From an optimization exercise on the open Yosys and OpenROAD flow, aimed at small area, a short achievable clock period and few clock cycles; shortcuts taken in it are not production practice. RTL that was checked went through simulation tests only; none was proved equivalent to the original.

## job 101
==> module mfh_cordic_step, before the edit <==
module mfh_cordic_step #(
	parameter int YW  = 34,
	parameter int SH0 = 1
) (
	input  logic [2:0]                    j,
	input  logic [mfh_pkg::XW-1:0]        x,
	input  logic signed [YW-1:0]          y,
	input  logic signed [mfh_pkg::SW-1:0] s,
	output logic [mfh_pkg::XW-1:0]        x_n,
	output logic signed [YW-1:0]          y_n,
	output logic signed [mfh_pkg::SW-1:0] s_n
);
	localparam int XW = mfh_pkg::XW;
	localparam int SW = mfh_pkg::SW;
	logic                 neg;
	logic signed [YW-1:0] yi, ysh0, ysh;
	logic signed [XW:0]   xi, xsh0, xsh;
	logic [SW-1:0]        t;
	logic signed [XW-1:0] ysh_x;
	assign neg  = y[YW-1];
	assign yi   = y ^ {YW{neg}};
	assign xi   = {1'b0, x} ^ {(XW+1){!neg}};
	assign ysh0 = yi >>> SH0;
	assign xsh0 = xi >>> SH0;
	assign ysh  = ysh0 >>> j;
	assign xsh  = xsh0 >>> j;
	assign t    = (SH0 == 1) ? mfh_pkg::atan_a(j) : mfh_pkg::atan_b(j);
	assign ysh_x = ysh;
	mfh_add #(.W(XW)) u_add_x (.a(x), .b(ysh_x), .cin(neg), .sum(x_n));
	mfh_add #(.W(YW)) u_add_y (.a(y), .b(xsh[YW-1:0]), .cin(!neg), .sum(y_n));
	mfh_add #(.W(SW)) u_add_s (.a(s), .b(t ^ {SW{neg}}), .cin(neg), .sum(s_n));
endmodule
==> module mfh_add, before the edit <==
module mfh_add #(
	parameter int W = 34
) (
	input  logic [W-1:0] a,
	input  logic [W-1:0] b,
	input  logic         cin,
	output logic [W-1:0] sum
);
	localparam int L = $clog2(W);
	logic [W-1:0] p, g0;
	logic [W-1:0] gs [0:L+1];
	logic [W-1:0] ps [0:L+1];
	always_comb begin
		p  = a ^ b;
		g0 = a & b;
		g0[0] = (a[0] & b[0]) | (p[0] & cin);
		gs[0] = g0;
		ps[0] = p;
		for (int i = 1; i < W; i += 2) begin
			gs[0][i] = g0[i] | (p[i] & g0[i-1]);
			ps[0][i] = p[i] & p[i-1];
		end
		for (int l = 1; l <= L; l++) begin
			gs[l] = gs[l-1];
			ps[l] = ps[l-1];
			for (int i = 1; i < W; i += 2) begin
				if (i - (1 << l) >= 0) begin
					gs[l][i] = gs[l-1][i] | (ps[l-1][i] & gs[l-1][i - (1 << l)]);
					ps[l][i] = ps[l-1][i] & ps[l-1][i - (1 << l)];
				end
			end
		end
		gs[L+1] = gs[L];
		ps[L+1] = ps[L];
		for (int i = 2; i < W; i += 2) begin
			gs[L+1][i] = g0[i] | (p[i] & gs[L][i-1]);
		end
		sum[0] = p[0] ^ cin;
		for (int i = 1; i < W; i++) begin
			sum[i] = p[i] ^ gs[L+1][i-1];
		end
	end
endmodule
==> flow/config.mk <==
export PLATFORM = sky130hd
export DESIGN_NAME = magnetometer_frame_heading
export DESIGN_NICKNAME = magnetometer_frame_heading
export VERILOG_FILES = /design/flow/design.v
export SDC_FILE = /design/flow/constraint.sdc
export NUM_CORES = 4
export LEC_CHECK = 0
export ABC_AREA = 1
export CAP_MARGIN = 20
export CORE_MARGIN = 2
export CORE_UTILIZATION = 45
export SETUP_SLACK_MARGIN = 3.5
export SLEW_MARGIN = 20
==> flow/constraint.sdc <==
create_clock -name core_clock -period 7.5 [get_ports {clk}]
set_input_delay 1.5000 -clock core_clock [delete_from_list [all_inputs] [get_ports {clk}]]
set_output_delay 1.5000 -clock core_clock [all_outputs]
set_load 0.01 [all_outputs]
run.sh (not shown) runs the stock make flow with config.mk's settings and CLKGATE_MAP_FILE= SYNTH_SCRIPT=/design/flow/synth_recipe.tcl, a recipe that flattens the netlist after the stock synthesis.
Inputs modified between job 101 and job 102:
--- a/flow/design.v
+++ b/flow/design.v
@@ -65,6 +65,9 @@
 	logic signed [XW:0]   xi, xsh0, xsh;
 	logic [SW-1:0]        t;
 	logic signed [XW-1:0] ysh_x;
+	logic [XW:0]          x_sum;
+	logic [YW:0]          y_sum;
+	logic [SW:0]          s_sum;
 	assign neg  = y[YW-1];
 	assign yi   = y ^ {YW{neg}};
 	assign xi   = {1'b0, x} ^ {(XW+1){!neg}};
@@ -74,52 +77,12 @@
 	assign xsh  = xsh0 >>> j;
 	assign t    = (SH0 == 1) ? mfh_pkg::atan_a(j) : mfh_pkg::atan_b(j);
 	assign ysh_x = ysh;
-	mfh_add #(.W(XW)) u_add_x (.a(x), .b(ysh_x), .cin(neg), .sum(x_n));
-	mfh_add #(.W(YW)) u_add_y (.a(y), .b(xsh[YW-1:0]), .cin(!neg), .sum(y_n));
-	mfh_add #(.W(SW)) u_add_s (.a(s), .b(t ^ {SW{neg}}), .cin(neg), .sum(s_n));
-endmodule
-module mfh_add #(
-	parameter int W = 34
-) (
-	input  logic [W-1:0] a,
-	input  logic [W-1:0] b,
-	input  logic         cin,
-	output logic [W-1:0] sum
-);
-	localparam int L = $clog2(W);
-	logic [W-1:0] p, g0;
-	logic [W-1:0] gs [0:L+1];
-	logic [W-1:0] ps [0:L+1];
-	always_comb begin
-		p  = a ^ b;
-		g0 = a & b;
-		g0[0] = (a[0] & b[0]) | (p[0] & cin);
-		gs[0] = g0;
-		ps[0] = p;
-		for (int i = 1; i < W; i += 2) begin
-			gs[0][i] = g0[i] | (p[i] & g0[i-1]);
-			ps[0][i] = p[i] & p[i-1];
-		end
-		for (int l = 1; l <= L; l++) begin
-			gs[l] = gs[l-1];
-			ps[l] = ps[l-1];
-			for (int i = 1; i < W; i += 2) begin
-				if (i - (1 << l) >= 0) begin
-					gs[l][i] = gs[l-1][i] | (ps[l-1][i] & gs[l-1][i - (1 << l)]);
-					ps[l][i] = ps[l-1][i] & ps[l-1][i - (1 << l)];
-				end
-			end
-		end
-		gs[L+1] = gs[L];
-		ps[L+1] = ps[L];
-		for (int i = 2; i < W; i += 2) begin
-			gs[L+1][i] = g0[i] | (p[i] & gs[L][i-1]);
-		end
-		sum[0] = p[0] ^ cin;
-		for (int i = 1; i < W; i++) begin
-			sum[i] = p[i] ^ gs[L+1][i-1];
-		end
-	end
+	assign x_sum = {x, 1'b1} + {ysh_x, neg};
+	assign y_sum = {y, 1'b1} + {xsh[YW-1:0], !neg};
+	assign s_sum = {s, 1'b1} + {t ^ {SW{neg}}, neg};
+	assign x_n = x_sum[XW:1];
+	assign y_n = y_sum[YW:1];
+	assign s_n = s_sum[SW:1];
 endmodule
 module magnetometer_frame_heading (
 	input  logic                                 clk,
- Job 102 ends up with a adder and majority gate portion of the synthesized area that is 5.1 points lower than in job 101.
- Taking job 101 as the reference, in job 102 final estimated routing congestion in global placement increased by 0.021 relative to the old numbers, synthesized area per cell decreased about 6%, hold slack was more or less identical, starting density of the core about even, routed wire length +11%.
- | setup slack | job 102 vs job 101 | 510 ps higher |
- Of the two candidates, job 101 has the worse final critical-path required period and job 102 the better one.
- Relative to job 101, data arrival time at the worst-slack endpoint has decreased by 590 ps in job 102.
- [job 102 vs job 101] clock-buffer cell count: higher in job 102
Testbench counts of job 102, summed over its fixed seeds: cycles 7,288.
Only the layout flow was run in job 101; the RTL was not checked for function there.

* * *

Setup of the baseline:
magnetometer_frame_heading, a different RTL version from the one above (not shown whole).
Size: ~5200 cells after synthesis, about 390 flip-flops, ~120 I/O pins, roughly 36000 um^2 of cells after synthesis.
==> flow/config.mk <==
export PLATFORM = sky130hd
export DESIGN_NAME = magnetometer_frame_heading
export DESIGN_NICKNAME = magnetometer_frame_heading
export VERILOG_FILES = /design/flow/design.v
export SDC_FILE = /design/flow/constraint.sdc
export NUM_CORES = 4
export LEC_CHECK = 0
export ABC_AREA = 1
export CAP_MARGIN = 20
export CORE_MARGIN = 2
export CORE_UTILIZATION = 45
export SETUP_SLACK_MARGIN = 3.5
export SLEW_MARGIN = 20
==> flow/constraint.sdc <==
create_clock -name core_clock -period 7.5 [get_ports {clk}]
set_input_delay 1.5000 -clock core_clock [delete_from_list [all_inputs] [get_ports {clk}]]
set_output_delay 1.5000 -clock core_clock [all_outputs]
set_load 0.01 [all_outputs]
The baseline: full flow OK, the timing, design-rule and antenna checks passed
Testbench counts of the baseline, summed over its fixed seeds: cycles 7,288.
Modified inputs, the candidate compared to the baseline
--- a/flow/design.v
+++ b/flow/design.v
@@ -56,33 +56,36 @@
 	input  logic signed [mfh_pkg::SW-1:0] s,
 	output logic [mfh_pkg::XW-1:0]        x_n,
 	output logic signed [YW-1:0]          y_n,
 	output logic signed [mfh_pkg::SW-1:0] s_n
 );
 	localparam int XW = mfh_pkg::XW;
 	localparam int SW = mfh_pkg::SW;
 	logic                 neg;
-	logic signed [YW-1:0] ysh0, ysh;
-	logic [XW-1:0]        xsh0, xsh;
-	logic [SW-1:0]        t;
+	logic signed [YW-1:0] yi, ysh0, ysh;
+	logic signed [XW:0]   xi, xsh0, xsh;
+	logic [SW-1:0]        t, ts;
 	logic signed [XW-1:0] ysh_x;
 	logic [XW:0]          x_sum;
 	logic [YW:0]          y_sum;
 	logic [SW:0]          s_sum;
 	assign neg  = y[YW-1];
-	assign ysh0 = y >>> SH0;
-	assign xsh0 = x >> SH0;
+	assign yi   = y ^ {YW{neg}};
+	assign xi   = {1'b0, x} ^ {(XW+1){!neg}};
+	assign ysh0 = yi >>> SH0;
+	assign xsh0 = xi >>> SH0;
 	assign ysh  = ysh0 >>> j;
-	assign xsh  = xsh0 >> j;
+	assign xsh  = xsh0 >>> j;
 	assign t    = (SH0 == 1) ? mfh_pkg::atan_a(j) : mfh_pkg::atan_b(j);
 	assign ysh_x = ysh;
-	assign x_sum = {x, 1'b1} + {ysh_x ^ {XW{neg}}, neg};
-	assign y_sum = {y, 1'b1} + {xsh[YW-1:0] ^ {YW{!neg}}, !neg};
-	assign s_sum = {s, 1'b1} + {t ^ {SW{neg}}, neg};
+	assign x_sum = {x, 1'b1} + {ysh_x, neg};
+	assign y_sum = {y, 1'b1} + {xsh[YW-1:0], !neg};
+	assign ts    = neg ? -t : t;     
+	assign s_sum = {s, 1'b0} + {ts, 1'b0};
 	assign x_n = x_sum[XW:1];
 	assign y_n = y_sum[YW:1];
 	assign s_n = s_sum[SW:1];
 endmodule
 module magnetometer_frame_heading (
 	input  logic                                 clk,
 	input  logic                                 arst_n,
 	input  logic                                 in_valid,
@@ -105,17 +108,17 @@
 	input  logic [mfh_pkg::CFG_W-1:0]            cfg_data
 );
 	localparam int XW  = mfh_pkg::XW;
 	localparam int YAW = mfh_pkg::YAW;
 	localparam int YBW = mfh_pkg::YBW;
 	localparam int SW  = mfh_pkg::SW;
 	localparam int VW  = mfh_pkg::VAL_W;
 	localparam int DW  = mfh_pkg::DEG_W;
-	logic [15:0]          timeout_q;
+	logic [15:0]          limit_q;    
 	logic                 link_q;
 	logic                 in_stall_q;
 	logic [4:0]           pos_q;
 	logic                 win_x_q, win_z_q, win_y_q, first_q;
 	logic                 start_q;
 	logic [15:0]          silence_q;
 	logic                 armed_q;
 	logic [1:0]           ph_q;
@@ -145,17 +148,17 @@
 	logic [15:0] tick_inc, limit;
 	logic        tick_fire, drop, fire_res;
 	assign in_acc    = in_valid && !in_stall_q;
 	assign acc_byte  = in_acc && !command;
 	assign acc_tick  = in_acc && command;
 	assign close     = (pos_q == 5'd27);
 	assign close_now = acc_byte && close;
 	assign tick_inc  = silence_q + 16'd1;
-	assign limit     = (timeout_q == 16'd0) ? 16'd1 : timeout_q;
+	assign limit     = limit_q;
 	assign tick_fire = armed_q && (tick_inc >= limit);
 	assign drop      = acc_tick && tick_fire;
 	assign fire_res  = drop && link_q;
 	logic                 win_x, win_z, win_y, win, first;
 	logic                 blank, digit, sgn;
 	logic [1:0]           ph_cur, ph_nxt;
 	logic                 mn_cur, mn_nxt, take_digit;
 	logic signed [VW-1:0] v_sel, v_cur, v_nxt, v_dig, v10;
@@ -353,17 +356,17 @@
 			o_valid_d = 1'b1;
 		end
 		maybe_fire = ({1'b0, silence_q} + 17'd2) >= {1'b0, limit};
 		stall_d = ((o_fill_d || o_valid_d) && ((pos_d == 5'd27) || maybe_fire))
 			|| (jc_d && (((ld_d != mfh_pkg::RUN_YZ) && (pos_d == 5'd4)) || (pos_d == 5'd12)));
 	end
 	always_ff @(posedge clk or negedge arst_n) begin
 		if (!arst_n) begin
-			timeout_q  <= mfh_pkg::TIMEOUT_RESET;
+			limit_q    <= mfh_pkg::TIMEOUT_RESET;
 			link_q     <= 1'b1;
 			in_stall_q <= 1'b0;
 			pos_q      <= '0;
 			win_x_q    <= 1'b0;
 			win_z_q    <= 1'b0;
 			win_y_q    <= 1'b0;
 			first_q    <= 1'b0;
 			start_q    <= 1'b0;
@@ -378,17 +381,17 @@
 			o_valid_q  <= 1'b0;
 			o_fill_q   <= 1'b0;
 			adone_q    <= 1'b0;
 		end else begin
 			if (cfg_we) begin
 				if (cfg_index[0]) begin
 					link_q <= cfg_data[0];
 				end else begin
-					timeout_q <= cfg_data;
+					limit_q <= (cfg_data == 16'd0) ? 16'd1 : cfg_data;
 				end
 			end
 			in_stall_q <= stall_d;
 			pos_q      <= pos_d;
 			win_x_q    <= (pos_d >= 5'd4)  && (pos_d <= 5'd8);
 			win_z_q    <= (pos_d >= 5'd12) && (pos_d <= 5'd16);
 			win_y_q    <= (pos_d >= 5'd20) && (pos_d <= 5'd24);
 			first_q    <= (pos_d == 5'd4) || (pos_d == 5'd12) || (pos_d == 5'd20);
Findings:
The candidate | status: complete | timing, DRC, antenna: pass. The candidate vs the baseline, signed area change from the synthesized netlist to the final layout went up by 5.2 points. The candidate vs. the baseline: number of cells produced by synthesis went down by about 7%, number of flip-flops and latches was more or less identical. The post-route met1 wirelength of the candidate is lower than that of the baseline. Looking only at simple-gate share of the synthesized area, and setting everything else aside, the higher value of the baseline and the candidate goes to the baseline. The candidate against the baseline: first-iteration DRC count grew by 41; critical path depth grew by about 32%. Post-detailed-placement half-perimeter wirelength (the candidate vs. the baseline) decreases by a few percent.
For the candidate, only the layout was checked, not whether the RTL still works.

==> static timing again, ports no longer ideal <==
The flow's constraints put no driver on any port. The routed layouts listed below were extracted and timed again, unchanged, in two steps.
Step 1 (the two cells are an assumption about what drives the block):
set clk [get_ports {clk}]
set_driving_cell -lib_cell sky130_fd_sc_hd__clkbuf_16 $clk
set_driving_cell -lib_cell sky130_fd_sc_hd__buf_2 [delete_from_list [all_inputs] $clk]
Step 2 moves the port delays by t, midway between the first and last clock arrival at a register: inputs arrive t later, outputs are due t later. That takes back most of the time a late clock gives input paths.
Slacks: ideal ports / drivers / drivers and shift; pairs: ideal ports / drivers.
run	t (ns)	setup WS [ns]	hold slack, ns	cell pins on the clock port's net
job 101	0.680	3.115 / 3.115 / 3.012	0.416 / 0.416 / 0.416	1
job 102	0.661	3.623 / 3.623 / 3.060	0.417 / 0.417 / 0.417	1
the baseline	0.671	3.499 / 3.499 / 3.067	0.420 / 0.420 / 0.420	1
the candidate	0.674	3.175 / 3.175 / 3.038	0.417 / 0.417 / 0.417	1
After both steps every run listed still meets setup and hold. For job 102, which loses most, drivers alone change the setup slack by 0.000 ns; drivers and shift together by -0.563 ns.
